What follows belongs to an exercise in optimizing a design on an open flow for a short achievable clock period and few clock cycles; a production flow would make more cautious choices. Power figures rest on the tool's default switching activity, not on a simulated workload.

Design single_cycle_mips, start of the top module:
module single_cycle_mips (
	input  logic                                clk,
	input  logic                                rst_n,
	output mips_pkg::word_t                     ir_addr,
	input  mips_pkg::word_t                     ir,
	input  mips_pkg::word_t                     read_data_mem,
	output logic                                cen,
	output logic                                wen,
	output logic                                oen,
	output logic [mips_pkg::dmem_addr_w-1:0]    a,
	output mips_pkg::word_t                     data_to_mem
);
	mips_pkg::word_t pc;
	mips_pkg::word_t ra_pred;              
	logic            d_v;
	mips_pkg::word_t d_ir;
	mips_pkg::word_t d_pc;
	logic            d_pred;               
	mips_pkg::word_t d_jrpred;             
	mips_pkg::word_t d_pc4;                
	mips_pkg::word_t d_bt;                 
	logic [31:1]     d_rs_oh, d_rt_oh;     
	logic            d_bx_rs, d_bx_rt;     
	logic            d_bw_rs, d_bw_rt;     
	logic            d_dec1;               
	mips_pkg::reg_addr_t d_rd;             
	logic                x_v;
	mips_pkg::reg_addr_t x_rd;             
	logic [5:0]          x_sel;            
	logic                x_sub;
	mips_pkg::word_t     x_a, x_b;         
	mips_pkg::word_t     x_bx;             
	mips_pkg::word_t     w_valn;           
	logic                x_fa, x_fb;       
	logic [4:0]          x_sh;
	logic                x_load, x_isadd;
	logic                x_beq, x_bne, x_pred, x_jr;
  ...
Size in the first run: roughly 9100 cells after synthesis, roughly 140 I/O pins, ~97000 um2 of cells after synthesis.
Settings: LEC_CHECK=0, CAP_MARGIN=40, CORE_MARGIN=2, CORE_UTILIZATION=52, SETUP_SLACK_MARGIN=5, SLEW_MARGIN=40, SYNTH_HIERARCHICAL=1, SYNTH_MINIMUM_KEEP_SIZE=0, TNS_END_PERCENT=100; clock period 8.0 ns.
run.sh (not shown) runs the stock make flow with config.mk's settings and CLKGATE_MAP_FILE= SYNTH_SCRIPT=/design/flow/synth_recipe.tcl, a recipe that flattens the netlist after the stock synthesis.
The first run produced a clean layout.
Then changed:
--- a/flow/config.mk
+++ b/flow/config.mk
@@ -14,2 +14,2 @@
 export SYNTH_MINIMUM_KEEP_SIZE = 0
-export TNS_END_PERCENT = 100
+export TNS_END_PERCENT = 5
What happened: Final cell count decreases by about 3.7%. Core utilization decreases by 4.7 points. Hold slack gains 0.0072 ns. Die area is unchanged. Routed wire length decreases by 6.7%. Total power decreases by 4.3%. Clock power increases by about 1%. Fmax decreases by 1.9%.
No run of this note included a check of the RTL's function; only the layout flow was run.


Another version of the RTL of single_cycle_mips (not shown whole).
For scale: about 9000 cells after synthesis, ~140 I/O pins.
## single_cycle_mips
module single_cycle_mips (
	input  logic                                clk,
	input  logic                                rst_n,
	output mips_pkg::word_t                     ir_addr,
	input  mips_pkg::word_t                     ir,
	input  mips_pkg::word_t                     read_data_mem,
	output logic                                cen,
	output logic                                wen,
	output logic                                oen,
	output logic [mips_pkg::dmem_addr_w-1:0]    a,
	output mips_pkg::word_t                     data_to_mem
);
	mips_pkg::word_t pc;
	mips_pkg::word_t ra_pred;              
	logic            d_v;
	mips_pkg::word_t d_ir;
	mips_pkg::word_t d_pc;
	logic            d_pred;               
	mips_pkg::word_t d_jrpred;             
	mips_pkg::word_t d_pc4;                
	mips_pkg::word_t d_bt;                 
	logic [31:1]     d_rs_oh, d_rt_oh;     
	logic            d_bx_rs, d_bx_rt;     
	logic            d_bw_rs, d_bw_rt;     
	logic            d_dec1;               
	mips_pkg::reg_addr_t d_rd;             
	logic                x_v;
	mips_pkg::reg_addr_t x_rd;             
	logic [5:0]          x_sel;            
	logic                x_sub;
	mips_pkg::word_t     x_a, x_b;         
	mips_pkg::word_t     x_bx;             
	mips_pkg::word_t     w_valn;           
	logic                x_fa, x_fb;       
	logic [4:0]          x_sh;
	logic                x_load, x_isadd;
	logic                x_beq, x_bne, x_pred, x_jr;
	mips_pkg::word_t     x_alt;            
	mips_pkg::word_t     x_jrpred;
	logic [mips_pkg::dmem_addr_w-1:0] x_addr;
	mips_pkg::word_t     x_wdata;
	logic                x_cen, x_wen, x_oen;
	mips_pkg::reg_addr_t w_rd;
	logic [31:1]         w_oh;             
	mips_pkg::word_t     w_val;
	logic            x_redirect, d_redirect;
	mips_pkg::word_t x_target, d_target;
	mips_pkg::word_t pc4, f_bt, f_next;
	logic [5:0]      f_op;
	logic            f_j, f_jal, f_jr, f_br, f_pred;
	logic            unused_c4;
	ks_add #(.W(word_w)) u_pc4 (.a (pc), .b (32'd4), .cin (1'b0), .s (pc4), .cout (unused_c4));
	logic [13:0] pc_hp1, pc_hm1;
  ...
Settings: LEC_CHECK=0, CAP_MARGIN=40, CORE_MARGIN=2, CORE_UTILIZATION=58, SETUP_SLACK_MARGIN=5, SLEW_MARGIN=40, SYNTH_HIERARCHICAL=1, SYNTH_MINIMUM_KEEP_SIZE=0, TNS_END_PERCENT=5; clock period 8.0 ns.
Change:
CORE_UTILIZATION = 52   (was 58)
After rerunning: The changed run produced a clean layout; cell area went up slightly; via count decreases slightly; worst setup slack barely changes; maximum frequency stays flat; utilization decreases by 6.0 points; count of clock-buffer cells in the layout does not change; power went up slightly; synthesized cell count does not change; hold slack got worse by 5.1 ps.
Function was not checked in any run of this note: the RTL went through the layout flow alone.

## static timing again, ports no longer ideal
Ports are ideal in the flow. The routed layouts listed here were re-timed in OpenROAD. Step 1 (the two cells are an assumption about what drives the block):
set clk [get_ports {clk}]
set_driving_cell -lib_cell sky130_fd_sc_hd__clkbuf_16 $clk
set_driving_cell -lib_cell sky130_fd_sc_hd__buf_2 [delete_from_list [all_inputs] $clk]
Step 2 moves the port delays by t, midway between the first and last clock arrival at a register: inputs arrive t later, outputs are due t later. That takes back most of the time a late clock gives input paths. Three values: ideal ports, drivers, drivers and shift; two values: the first two.
| run | shift t [ns] | setup slack, ns | worst hold slack (ns) |
|---|---|---|---|
| the first run of note 1 | 0.960 | 3.963 / 3.963 / 3.600 | 0.366 / 0.366 / 0.366 |
| the second run of note 1 | 0.936 | 3.886 / 3.746 / 3.160 | 0.373 / 0.373 / 0.373 |
| the first run of note 2 | 0.933 | 4.054 / 4.054 / 3.357 | 0.357 / 0.357 / 0.357 |
| the second run of note 2 | 0.948 | 4.053 / 4.053 / 3.389 | 0.352 / 0.352 / 0.352 |
After both steps setup and hold are still met in every run listed. For the second run of note 1, which loses most, drivers alone change the setup slack by -0.140 ns; drivers and shift together by -0.726 ns.
